What follows belongs to an exercise in optimizing a design on an open flow for small area, a short achievable clock period and few clock cycles per item; a production flow would make more cautious choices. The RTL of this run was laid out without a check of its function. Power figures rest on the tool's default switching activity, not on a simulated workload.

==> flow/design.v <==
`default_nettype none
package ppcrp_pkg;
  localparam int QUEUE_DEPTH = 2;
  localparam int CFG_IDX_W   = 2;
  localparam int QUEUE_ENTRY_W = 5 + 3 * 64 + 32;   
  localparam logic [63:0] TOC_BIAS   = 64'h0000_0000_0000_8000;
  localparam logic [31:0] REL24_MASK = 32'h03FF_FFFC;
  localparam logic [CFG_IDX_W-1:0] CFG_GOT_ADDRESS = 2'd0;
  localparam logic [CFG_IDX_W-1:0] CFG_PLT_ADDRESS = 2'd1;
  localparam logic [4:0] KIND_ADDR32          = 5'd0;
  localparam logic [4:0] KIND_ADDR16          = 5'd1;
  localparam logic [4:0] KIND_ADDR16_LO       = 5'd2;
  localparam logic [4:0] KIND_ADDR16_HI       = 5'd3;
  localparam logic [4:0] KIND_ADDR16_HA       = 5'd4;
  localparam logic [4:0] KIND_ADDR14          = 5'd5;
  localparam logic [4:0] KIND_REL24           = 5'd6;
  localparam logic [4:0] KIND_REL32           = 5'd7;
  localparam logic [4:0] KIND_ADDR64          = 5'd8;
  localparam logic [4:0] KIND_ADDR16_HIGHER   = 5'd9;
  localparam logic [4:0] KIND_ADDR16_HIGHERA  = 5'd10;
  localparam logic [4:0] KIND_ADDR16_HIGHEST  = 5'd11;
  localparam logic [4:0] KIND_ADDR16_HIGHESTA = 5'd12;
  localparam logic [4:0] KIND_REL64           = 5'd13;
  localparam logic [4:0] KIND_TOC16           = 5'd14;
  localparam logic [4:0] KIND_TOC16_LO        = 5'd15;
  localparam logic [4:0] KIND_TOC16_HI        = 5'd16;
  localparam logic [4:0] KIND_TOC16_HA        = 5'd17;
  localparam logic [4:0] KIND_TOC             = 5'd18;
  localparam logic [4:0] KIND_ADDR16_DS       = 5'd19;
  localparam logic [4:0] KIND_ADDR16_LO_DS    = 5'd20;
  localparam logic [4:0] KIND_TOC16_DS        = 5'd21;
  localparam logic [4:0] KIND_TOC16_LO_DS     = 5'd22;
  localparam logic [4:0] KIND_REL16_LO        = 5'd23;
  localparam logic [4:0] KIND_REL16_HI        = 5'd24;
  localparam logic [4:0] KIND_REL16_HA        = 5'd25;
  typedef enum logic [1:0] {
    FORM_HALF_AT_OFS  = 2'd0,
    FORM_HALF_AT_OFS2 = 2'd1,
    FORM_WORD32       = 2'd2,
    FORM_DWORD64      = 2'd3
  } form_t;
  typedef enum logic [1:0] {
    STAT_OK         = 2'd0,
    STAT_OVERFLOW   = 2'd1,
    STAT_MISALIGNED = 2'd2,
    STAT_UNKNOWN    = 2'd3
  } status_t;
  typedef enum logic [4:0] {
    OP_ADDR32,
    OP_LO,
    OP_HI,
    OP_HA,
    OP_ADDR14,
    OP_REL24,
    OP_REL32,
    OP_ADDR64,
    OP_HIGHER,
    OP_HIGHERA,
    OP_HIGHEST,
    OP_HIGHESTA,
    OP_REL64,
    OP_TOC,
    OP_DS,
    OP_LO_DS,
    OP_REL_LO,
    OP_REL_HI,
    OP_REL_HA,
    OP_UNKNOWN
  } op_t;
  typedef struct packed {
    logic [4:0]         req_type;
    logic [63:0]        sym_value;
    logic signed [63:0] addend;
    logic [63:0]        section_base;
    logic [63:0]        place_offset;
    logic [31:0]        old_word;
  } reloc_req_t;
  typedef struct packed {
    logic [63:0] patch_value;
    form_t       patch_form;
    status_t     status;
  } reloc_rsp_t;
  typedef struct packed {
    op_t         op;
    logic [63:0] sym;
    logic [63:0] adj_addend;
    logic [63:0] place;
    logic [31:0] old_word;
  } queue_entry_t;
endpackage
`default_nettype wire
`default_nettype none
module ppcrp_front (
  input  wire logic                               clk,
  input  wire logic                               rst_n,
  input  wire logic                               start,
  input  wire ppcrp_pkg::reloc_req_t              in_req,
  input  wire logic                               queue_full,
  input  wire logic                               cfg_valid,
  input  wire logic [ppcrp_pkg::CFG_IDX_W-1:0]    cfg_index,
  input  wire logic [63:0]                        cfg_data,
  output logic                                    cfg_ready,
  output logic                                    push,
  output ppcrp_pkg::queue_entry_t                 push_entry
);
  logic [63:0] got_r, got_nxt;
  logic [63:0] plt_r, plt_nxt;
  logic [63:0] tb_r,  tb_nxt;
  logic        cfg_wr;
  ppcrp_pkg::op_t op;
  logic        toc_adj;
  assign cfg_ready = 1'b1;
  assign cfg_wr    = cfg_valid & cfg_ready;
  always_comb begin
    got_nxt = got_r;
    plt_nxt = plt_r;
    tb_nxt  = tb_r;
    if (cfg_wr) begin
      case (cfg_index)
        ppcrp_pkg::CFG_GOT_ADDRESS: begin
          got_nxt = cfg_data;
          tb_nxt  = ((cfg_data != 64'd0) ? cfg_data : plt_r) + ppcrp_pkg::TOC_BIAS;
        end
        ppcrp_pkg::CFG_PLT_ADDRESS: begin
          plt_nxt = cfg_data;
          tb_nxt  = ((got_r != 64'd0) ? got_r : cfg_data) + ppcrp_pkg::TOC_BIAS;
        end
        default: begin
        end
      endcase
    end
  end
  always_ff @(posedge clk) begin
    if (!rst_n) begin
      got_r <= 64'd0;
      plt_r <= 64'd0;
      tb_r  <= ppcrp_pkg::TOC_BIAS;
    end else begin
      got_r <= got_nxt;
      plt_r <= plt_nxt;
      tb_r  <= tb_nxt;
    end
  end
  always_comb begin
    op      = ppcrp_pkg::OP_UNKNOWN;
    toc_adj = 1'b0;
    case (in_req.req_type)
      ppcrp_pkg::KIND_ADDR32:          op = ppcrp_pkg::OP_ADDR32;
      ppcrp_pkg::KIND_ADDR16:          op = ppcrp_pkg::OP_LO;
      ppcrp_pkg::KIND_ADDR16_LO:       op = ppcrp_pkg::OP_LO;
      ppcrp_pkg::KIND_ADDR16_HI:       op = ppcrp_pkg::OP_HI;
      ppcrp_pkg::KIND_ADDR16_HA:       op = ppcrp_pkg::OP_HA;
      ppcrp_pkg::KIND_ADDR14:          op = ppcrp_pkg::OP_ADDR14;
      ppcrp_pkg::KIND_REL24:           op = ppcrp_pkg::OP_REL24;
      ppcrp_pkg::KIND_REL32:           op = ppcrp_pkg::OP_REL32;
      ppcrp_pkg::KIND_ADDR64:          op = ppcrp_pkg::OP_ADDR64;
      ppcrp_pkg::KIND_ADDR16_HIGHER:   op = ppcrp_pkg::OP_HIGHER;
      ppcrp_pkg::KIND_ADDR16_HIGHERA:  op = ppcrp_pkg::OP_HIGHERA;
      ppcrp_pkg::KIND_ADDR16_HIGHEST:  op = ppcrp_pkg::OP_HIGHEST;
      ppcrp_pkg::KIND_ADDR16_HIGHESTA: op = ppcrp_pkg::OP_HIGHESTA;
      ppcrp_pkg::KIND_REL64:           op = ppcrp_pkg::OP_REL64;
      ppcrp_pkg::KIND_TOC16: begin
        op = ppcrp_pkg::OP_LO; toc_adj = 1'b1;
      end
      ppcrp_pkg::KIND_TOC16_LO: begin
        op = ppcrp_pkg::OP_LO; toc_adj = 1'b1;
      end
      ppcrp_pkg::KIND_TOC16_HI: begin
        op = ppcrp_pkg::OP_HI; toc_adj = 1'b1;
      end
      ppcrp_pkg::KIND_TOC16_HA: begin
        op = ppcrp_pkg::OP_HA; toc_adj = 1'b1;
      end
      ppcrp_pkg::KIND_TOC:             op = ppcrp_pkg::OP_TOC;
      ppcrp_pkg::KIND_ADDR16_DS:       op = ppcrp_pkg::OP_DS;
      ppcrp_pkg::KIND_ADDR16_LO_DS:    op = ppcrp_pkg::OP_LO_DS;
      ppcrp_pkg::KIND_TOC16_DS: begin
        op = ppcrp_pkg::OP_DS; toc_adj = 1'b1;
      end
      ppcrp_pkg::KIND_TOC16_LO_DS: begin
        op = ppcrp_pkg::OP_LO_DS; toc_adj = 1'b1;
      end
      ppcrp_pkg::KIND_REL16_LO:        op = ppcrp_pkg::OP_REL_LO;
      ppcrp_pkg::KIND_REL16_HI:        op = ppcrp_pkg::OP_REL_HI;
      ppcrp_pkg::KIND_REL16_HA:        op = ppcrp_pkg::OP_REL_HA;
      default: begin
        op = ppcrp_pkg::OP_UNKNOWN;
      end
    endcase
  end
  assign push = start & ~queue_full;
  always_comb begin
    push_entry.op       = op;
    push_entry.place    = in_req.section_base + in_req.place_offset;
    push_entry.old_word = in_req.old_word;
    if (op == ppcrp_pkg::OP_TOC) begin
      push_entry.sym        = 64'd0;
      push_entry.adj_addend = tb_r;
    end else begin
      push_entry.sym        = in_req.sym_value;
      push_entry.adj_addend = toc_adj ? (in_req.addend - tb_r) : in_req.addend;
    end
  end
endmodule
`default_nettype wire
`default_nettype none
module ppcrp_queue #(
  parameter int DEPTH = ppcrp_pkg::QUEUE_DEPTH
) (
  input  wire logic                     clk,
  input  wire logic                     rst_n,
  input  wire logic                     push,
  input  wire ppcrp_pkg::queue_entry_t  push_entry,
  input  wire logic                     pop,
  output logic                          full,
  output logic                          head_valid,
  output ppcrp_pkg::queue_entry_t       head_entry
);
  localparam int PTR_W = (DEPTH > 1) ? $clog2(DEPTH) : 1;
  localparam int CNT_W = $clog2(DEPTH + 1);
  logic [ppcrp_pkg::QUEUE_ENTRY_W-1:0] slot_r [DEPTH];
  logic [PTR_W-1:0] wr_ptr_r, wr_ptr_nxt;
  logic [PTR_W-1:0] rd_ptr_r, rd_ptr_nxt;
  logic [CNT_W-1:0] count_r,  count_nxt;
  assign full       = (count_r == CNT_W'(DEPTH));
  assign head_valid = (count_r != '0);
  assign head_entry = slot_r[rd_ptr_r];
  always_comb begin
    wr_ptr_nxt = wr_ptr_r;
    rd_ptr_nxt = rd_ptr_r;
    count_nxt  = count_r;
    if (push) begin
      wr_ptr_nxt = (wr_ptr_r == PTR_W'(DEPTH - 1)) ? '0 : wr_ptr_r + PTR_W'(1);
    end
    if (pop) begin
      rd_ptr_nxt = (rd_ptr_r == PTR_W'(DEPTH - 1)) ? '0 : rd_ptr_r + PTR_W'(1);
    end
    case ({push, pop})
      2'b10:   count_nxt = count_r + CNT_W'(1);
      2'b01:   count_nxt = count_r - CNT_W'(1);
      default: count_nxt = count_r;
    endcase
  end
  always_ff @(posedge clk) begin
    if (!rst_n) begin
      wr_ptr_r <= '0;
      rd_ptr_r <= '0;
      count_r  <= '0;
    end else begin
      wr_ptr_r <= wr_ptr_nxt;
      rd_ptr_r <= rd_ptr_nxt;
      count_r  <= count_nxt;
    end
  end
  always_ff @(posedge clk) begin
    if (push) begin
      slot_r[wr_ptr_r] <= push_entry;
    end
  end
endmodule
`default_nettype wire
`default_nettype none
module ppcrp_back (
  input  wire logic                     clk,
  input  wire logic                     rst_n,
  input  wire logic                     head_valid,
  input  wire ppcrp_pkg::queue_entry_t  head_entry,
  output logic                          pop,
  output logic                          out_valid,
  output ppcrp_pkg::reloc_rsp_t         out_rsp
);
  logic           s1_valid_r;
  ppcrp_pkg::op_t s1_op_r;
  logic [63:0]    s1_r_r;
  logic [63:0]    s1_place_r;
  logic [31:0]    s1_old_r;
  logic [63:0]    r;
  logic [63:0]    d;
  logic [15:0]    r_ha;
  logic [15:0]    d_ha;
  logic [15:0]    r_highera;
  logic [15:0]    r_highesta;
  logic           r_fits32, r_fits16, d_fits32, d_fits26;
  ppcrp_pkg::reloc_rsp_t rsp_nxt;
  logic                  out_valid_r;
  ppcrp_pkg::reloc_rsp_t out_rsp_r;
  assign pop = head_valid;
  always_ff @(posedge clk) begin
    if (!rst_n) begin
      s1_valid_r <= 1'b0;
    end else begin
      s1_valid_r <= head_valid;
    end
  end
  always_ff @(posedge clk) begin
    s1_op_r    <= head_entry.op;
    s1_r_r     <= head_entry.sym + head_entry.adj_addend;
    s1_place_r <= head_entry.place;
    s1_old_r   <= head_entry.old_word;
  end
  assign r = s1_r_r;
  assign d = s1_r_r - s1_place_r;
  assign r_ha       = r[31:16] + {15'd0, r[15]};
  assign d_ha       = d[31:16] + {15'd0, d[15]};
  assign r_highera  = r[47:32] + {15'd0, r[15] & (&r[31:16])};
  assign r_highesta = r[63:48] + {15'd0, r[15] & (&r[47:16])};
  assign r_fits32 = (&r[63:31]) | ~(|r[63:31]);
  assign r_fits16 = (&r[63:15]) | ~(|r[63:15]);
  assign d_fits32 = (&d[63:31]) | ~(|d[63:31]);
  assign d_fits26 = (&d[63:25]) | ~(|d[63:25]);
  always_comb begin
    rsp_nxt.patch_value = 64'd0;
    rsp_nxt.patch_form  = ppcrp_pkg::FORM_HALF_AT_OFS;
    rsp_nxt.status      = ppcrp_pkg::STAT_OK;
    case (s1_op_r)
      ppcrp_pkg::OP_ADDR32: begin
        rsp_nxt.patch_value = {32'd0, r[31:0]};
        rsp_nxt.patch_form  = ppcrp_pkg::FORM_WORD32;
        if (!r_fits32) rsp_nxt.status = ppcrp_pkg::STAT_OVERFLOW;
      end
      ppcrp_pkg::OP_LO:      rsp_nxt.patch_value = {48'd0, r[15:0]};
      ppcrp_pkg::OP_HI:      rsp_nxt.patch_value = {48'd0, r[31:16]};
      ppcrp_pkg::OP_HA:      rsp_nxt.patch_value = {48'd0, r_ha};
      ppcrp_pkg::OP_ADDR14: begin
        rsp_nxt.patch_value = {48'd0, r[15:2], s1_old_r[1:0]};
        rsp_nxt.patch_form  = ppcrp_pkg::FORM_HALF_AT_OFS2;
        if (r[1:0] != 2'd0) rsp_nxt.status = ppcrp_pkg::STAT_MISALIGNED;
      end
      ppcrp_pkg::OP_REL24: begin
        rsp_nxt.patch_value = {32'd0, (s1_old_r & ~ppcrp_pkg::REL24_MASK) |
                                      (d[31:0] & ppcrp_pkg::REL24_MASK)};
        rsp_nxt.patch_form  = ppcrp_pkg::FORM_WORD32;
        if (!d_fits26) rsp_nxt.status = ppcrp_pkg::STAT_OVERFLOW;
      end
      ppcrp_pkg::OP_REL32: begin
        rsp_nxt.patch_value = {32'd0, d[31:0]};
        rsp_nxt.patch_form  = ppcrp_pkg::FORM_WORD32;
        if (!d_fits32) rsp_nxt.status = ppcrp_pkg::STAT_OVERFLOW;
      end
      ppcrp_pkg::OP_ADDR64, ppcrp_pkg::OP_TOC: begin
        rsp_nxt.patch_value = r;
        rsp_nxt.patch_form  = ppcrp_pkg::FORM_DWORD64;
      end
      ppcrp_pkg::OP_HIGHER:   rsp_nxt.patch_value = {48'd0, r[47:32]};
      ppcrp_pkg::OP_HIGHERA:  rsp_nxt.patch_value = {48'd0, r_highera};
      ppcrp_pkg::OP_HIGHEST:  rsp_nxt.patch_value = {48'd0, r[63:48]};
      ppcrp_pkg::OP_HIGHESTA: rsp_nxt.patch_value = {48'd0, r_highesta};
      ppcrp_pkg::OP_REL64: begin
        rsp_nxt.patch_value = d;
        rsp_nxt.patch_form  = ppcrp_pkg::FORM_DWORD64;
      end
      ppcrp_pkg::OP_DS: begin
        rsp_nxt.patch_value = {48'd0, r[15:2], s1_old_r[17:16]};
        if (!r_fits16) rsp_nxt.status = ppcrp_pkg::STAT_OVERFLOW;
      end
      ppcrp_pkg::OP_LO_DS:   rsp_nxt.patch_value = {48'd0, r[15:2], s1_old_r[17:16]};
      ppcrp_pkg::OP_REL_LO:  rsp_nxt.patch_value = {48'd0, d[15:0]};
      ppcrp_pkg::OP_REL_HI:  rsp_nxt.patch_value = {48'd0, d[31:16]};
      ppcrp_pkg::OP_REL_HA:  rsp_nxt.patch_value = {48'd0, d_ha};
      default: begin
        rsp_nxt.status = ppcrp_pkg::STAT_UNKNOWN;
      end
    endcase
  end
  always_ff @(posedge clk) begin
    if (!rst_n) begin
      out_valid_r <= 1'b0;
    end else begin
      out_valid_r <= s1_valid_r;
    end
  end
  always_ff @(posedge clk) begin
    out_rsp_r <= rsp_nxt;
  end
  assign out_valid = out_valid_r;
  assign out_rsp   = out_rsp_r;
endmodule
`default_nettype wire
`default_nettype none
module ppc64_relocation_patch_unit (
  input  wire logic        clk,
  input  wire logic        rst_n,
  input  wire logic        start,
  output logic             busy,
  input  wire logic [4:0]  in_req_type,
  input  wire logic [63:0] in_sym_value,
  input  wire logic [63:0] in_addend,
  input  wire logic [63:0] in_section_base,
  input  wire logic [63:0] in_place_offset,
  input  wire logic [31:0] in_old_word,
  output logic             out_valid,
  output logic [63:0]      out_patch_value,
  output logic [1:0]       out_patch_form,
  output logic [1:0]       out_status,
  input  wire logic        cfg_valid,
  output logic             cfg_ready,
  input  wire logic [1:0]  cfg_index,
  input  wire logic [63:0] cfg_data
);
  localparam int QUEUE_DEPTH = ppcrp_pkg::QUEUE_DEPTH;
  ppcrp_pkg::reloc_req_t   in_req;
  ppcrp_pkg::reloc_rsp_t   out_rsp;
  logic                    queue_full;
  logic                    push;
  ppcrp_pkg::queue_entry_t push_entry;
  logic                    pop;
  logic                    head_valid;
  ppcrp_pkg::queue_entry_t head_entry;
  assign in_req.req_type     = in_req_type;
  assign in_req.sym_value    = in_sym_value;
  assign in_req.addend       = in_addend;
  assign in_req.section_base = in_section_base;
  assign in_req.place_offset = in_place_offset;
  assign in_req.old_word     = in_old_word;
  assign out_patch_value = out_rsp.patch_value;
  assign out_patch_form  = out_rsp.patch_form;
  assign out_status      = out_rsp.status;
  assign busy = queue_full;
  ppcrp_front u_front (
    .clk        (clk),
    .rst_n      (rst_n),
    .start      (start),
    .in_req     (in_req),
    .queue_full (queue_full),
    .cfg_valid  (cfg_valid),
    .cfg_index  (cfg_index),
    .cfg_data   (cfg_data),
    .cfg_ready  (cfg_ready),
    .push       (push),
    .push_entry (push_entry)
  );
  ppcrp_queue #(
    .DEPTH (QUEUE_DEPTH)
  ) u_queue (
    .clk        (clk),
    .rst_n      (rst_n),
    .push       (push),
    .push_entry (push_entry),
    .pop        (pop),
    .full       (queue_full),
    .head_valid (head_valid),
    .head_entry (head_entry)
  );
  ppcrp_back u_back (
    .clk        (clk),
    .rst_n      (rst_n),
    .head_valid (head_valid),
    .head_entry (head_entry),
    .pop        (pop),
    .out_valid  (out_valid),
    .out_rsp    (out_rsp)
  );
endmodule
`default_nettype wire
==> flow/run.sh <==
#!/bin/bash
# synth_recipe.tcl (not shown) runs the flow's synth.tcl, then flattens the netlist and writes it again
# the make line also repeats each setting of config.mk as NAME=value (left out here)
make -C /OpenROAD-flow-scripts/flow DESIGN_CONFIG=/design/flow/config.mk WORK_HOME=/design/flow/orfs CLKGATE_MAP_FILE= SYNTH_SCRIPT=/design/flow/synth_recipe.tcl finish
==> flow/config.mk <==
export PLATFORM = sky130hd
export DESIGN_NAME = ppc64_relocation_patch_unit
export DESIGN_NICKNAME = ppc64_relocation_patch_unit
export VERILOG_FILES = /design/flow/design.v
export SDC_FILE = /design/flow/constraint.sdc
export NUM_CORES = 4
export LEC_CHECK = 0
export CAP_MARGIN = 20
export CORE_MARGIN = 2
export CORE_UTILIZATION = 40
export PLACE_DENSITY = 0.6
export SLEW_MARGIN = 20
==> flow/constraint.sdc <==
create_clock -name core_clock -period 4.8 [get_ports {clk}]
set_input_delay 0.9600 -clock core_clock [delete_from_list [all_inputs] [get_ports {clk}]]
set_output_delay 0.9600 -clock core_clock [all_outputs]
set_load 0.01 [all_outputs]
==> key figures <==
Power and ir drop
  – Int Pwr: 0.0211 W
  – Pwr dens: 599 mW/mm²
  – P_sw: 0.0151 W
  – Switching share of total power: 41.7%
  – Sequential power share: 27.7%
  – Share of power burned in combinational logic: between 50 and 60%
  – Total chip power: 0.0363 W
  – Clock network fraction of total power: about a fifth
  – Leak Pwr: around 24 nW
  – Maximum vdd drop: 0.359 mV

Logic synthesis
  – Cell area after synthesis: 0.0478 mm²
  – Post-synth top area cell: edfxtp_1
  – Number of flops mapped to enable cells by yosys: 414
  – Synthesized area per cell: roughly 9.3 µm²
  – Top cell type's share of synthesized area: 26.0%
  – Syn Nets: 5,782
  – Synth area leaders: edfxtp_1 26%, dfxtp_1 17%, ha_1 7.0%
  – Yosys cell types: 94
  – Top FF cell, synth: edfxtp_1
  – Seq cells post-synth: 824
  – Yosys warns: 3
  – Mapped Cells: 5,147
  – Register area share after synthesis: 43.2%
  – Async S/R FF share, synth: 0%

Global routing
  – GRT Overall Usage: roughly 26%
  – Grt total ovfl: 0
  – GRT busiest layer: met2
  – Initial antenna violation count: 20
  – Vias in the first global route: 40,400
  – Global-route met2 utilization: 42.9%
  – First-pass GRT wire length: 242,000 µm
  – Largest net degree at the start of global routing: 92
  – Met3 usage: 4.22%
  – Met1 Use GR: between 30 and 40%

Worst setup path
  – Crit path launch type: primary input
  – Crit end category: flip-flop
  – Setup Crit Path Kind: primary input to flip-flop
  – CP arrival: between 5000 and 6000 ps
  – Critical Path RT: around 5200 ps
  – Worst-path fanout max: 3

Finish
  – Filler Cells Inserted: 11,000
  – Nets@finish: 6,604
  – Most used cells in the layout excluding fill and tap cells: 610 x nand2_1, 580 x a21oi_1, 551 x buf_4
  – Antenna Cells: 0
  – Core Util, Final: 51.2%
  – Share of cells above drive strength 1: ~16%
  – Commonest non-fill, non-tap cell in the layout: nand2_1
  – Area Overhead vs Synth: 26.5%

Floorplanning
  – Core area: 0.118 mm²
  – Starting Density: 40.4%
  – Row count: 126
  – Chip height: ~350 µm
  – IO Pins: 434
  – Total die area: 0.122 mm²
  – Die width: approximately 350 µm

Routing
  – WL per Instance: 21.4 µm
  – Routed via count: 41,800
  – Avg Vias per Cell: 5.52
  – Post-Route WL: approximately 160,000 µm
  – Remaining antenna violation count: 0
  – First-pass iteration count of the detailed router: 6
  – Iter 0 DRT Violations: around 3,500
  – Remaining DRCs: 0

Clocking
  – CTS hold repair buffers: 0
  – Clk root buf: clkbuf_16
  – CTS sink cnt: 824
  – CTS tree: yes
  – Clk slew on worst S/H paths: roughly 70 ps
  – Worst-skew pair later-pin latency: around 700 ps
  – CTS buffer count: ~90
  – H-tree depth: 3
  – Clock Path Buffers: 3

Min path
  – Worst min-delay path class: flip-flop to flip-flop

Status
  – Status: timing/DRC/antenna clean

Placed design
  – GP Congestion: 1.04
  – Port-buffer cells: 410
  – Post-DP HPWL: 128,000 µm

STA
  – Fin. Hold Viols: 0
  – Period Utilization, post-route: 96.7%
  – Final Setup Violations: 0
  – Worst Tran Pin Value: 1020 ps
  – Max Clock Freq: 215 MHz
  – Max_slew headroom: a little under a third
  – Post-layout min period: 4640 ps
  – Max-slew violation count: 0
  – Skew final: 23.8 ps
  – RSZ-0062 raised after global routing: false

Job
  – MaxCap Viol Count: 0
## cells by family (layout without fill, tap and decap cells)
group,Yosys count,after routing,share of synthesized area [%]
other,1,1,0.00785
adder cells (fa/ha/maj),272,272,7.18
XOR/XNOR,322,322,5.90
AND/OR/NAND/NOR,1514,1514,14.9
multiplexers,227,227,5.32
buffers and inverters,480,1376,3.86
flip-flops,824,824,43.2
AO/OA/AOI/OAI,1507,1507,19.6
## state kept, by name (all words and copies together) (netlist names), named ones only
signal              cells
u_back.out_rsp_r       68
u_back.out_valid_r      1
u_back.s1_old_r        10
u_back.s1_op_r          5
u_back.s1_place_r      64
u_back.s1_r_r          64
u_back.s1_valid_r       1
u_front.got_r          64
u_front.plt_r          64
u_front.tb_r           64
u_queue.count_r         2
u_queue.rd_ptr_r        1
u_queue.slot_r        414
u_queue.wr_ptr_r        1
## power groups by stage
stage               Sequential (W)  Clock [W]  Combinational [W]
global placement            0.0101          0             0.0189
CTS                         0.0100    0.00713             0.0190
floorplan                  0.00989          0             0.0114
finish                      0.0101    0.00696             0.0192
detailed placement          0.0102          0             0.0189
global route                0.0101    0.00739             0.0208
## repair_timing
item	4_1_cts	5_1_grt
resized for setup	0	13
endpoints found under the setup margin	0	19
buffers inserted	0	1
## cell usage after synthesis (108+ instances only)
cell type and number:
nand2_1 611, mux2_2 206, dfxtp_1 410, a21oi_1 580, xnor2_1 197, nor2_1 301
nand3_1 108, clkbuf_1 216, xor2_1 125, inv_1 229, edfxtp_1 414, o21ai_0 279
a21o_1 135, ha_1 268
## per-stage QoR
| stage | TNS (ps) | hold WS (ps) | cells | area, µm² | setup slack [ps] |
|---|---|---|---|---|---|
| finish | 0 | 438 | 7579 | 60500 | 158 |
| global route | 0 | 466 | 7579 | 60500 | 2.47 |
| CTS | 0 | 448 | 7578 | 60400 | 53.2 |
| detailed placement | -18990 | 442 | 7414 | 57500 | -654 |
| global placement | -16850 | 441 | 7414 | 57500 | -661 |
| floorplan | 0 | 412 | 5147 | 47800 | 75.1 |
## area by class of cell
type	count	area, µm²	area share (%)
clock inverters	43	444	0.734
flip-flops and latches	824	20600	34.1
inverters	230	866	1.43
multi-input cells	3843	25400	42.0
well taps	1536	1920	3.18
clock buffers	121	2540	4.20
repair buffers	982	8660	14.3
## routing by layer
metal  share of wire (%)  up-vias  wire [µm]
li1                    -    20500          -
met1                  44    19700      71000
met3                 6.2      301       9960
met2                  46     1312      75200
met5                0.14        -        228
met4                 3.5       34       5620
## worst paths after layout
path	from	end	slack [ps]	cells past startpoint
worst max-delay path	in_addend[17]	u_queue.slot_r[1][150]	160	15
worst min-delay path	u_back.s1_valid_r	u_back.out_valid_r	440	1
worst max register to register	u_back.s1_r_r[0]	u_back.out_rsp_r[0]	190	16
worst min register to register	u_back.s1_valid_r	u_back.out_valid_r	440	1
## critical path, cell delays in order
cell and delay, ps:
clkdlybuf4s50_1 490, ha_1 360, a21oi_1 190, o21ai_1 130
a221o_1 350, a2111o_1 420, a31oi_1 220, a211oi_1 110
buf_4 170, o211ai_1 360, a21oi_1 160, or3_1 380
a21oi_1 230, xnor2_1 100, a221oi_1 440

## separate check: timing with driven ports
No port has a modelled driver above. Below, the same layout with a new extraction and two added sets of constraints.
Step 1 (the two cells are an assumption about what drives the block):
set clk [get_ports {clk}]
set_driving_cell -lib_cell sky130_fd_sc_hd__clkbuf_16 $clk
set_driving_cell -lib_cell sky130_fd_sc_hd__buf_2 [delete_from_list [all_inputs] $clk]
Step 2 moves the port delays by t, midway between the first and last clock arrival at a register: inputs arrive t later, outputs are due t later. That takes back most of the time a late clock gives input paths.
Three values: ideal, step 1, step 2; two values: the first two.
t, ns: 0.741
setup WS [ns]: 0.158 / 0.189 / -0.535
cell pins on the clock port's net: 1
With both steps, setup timing fails in this run, where it was met with ideal ports. For this run, drivers alone change the setup slack by +0.031 ns; drivers and shift together by -0.693 ns.
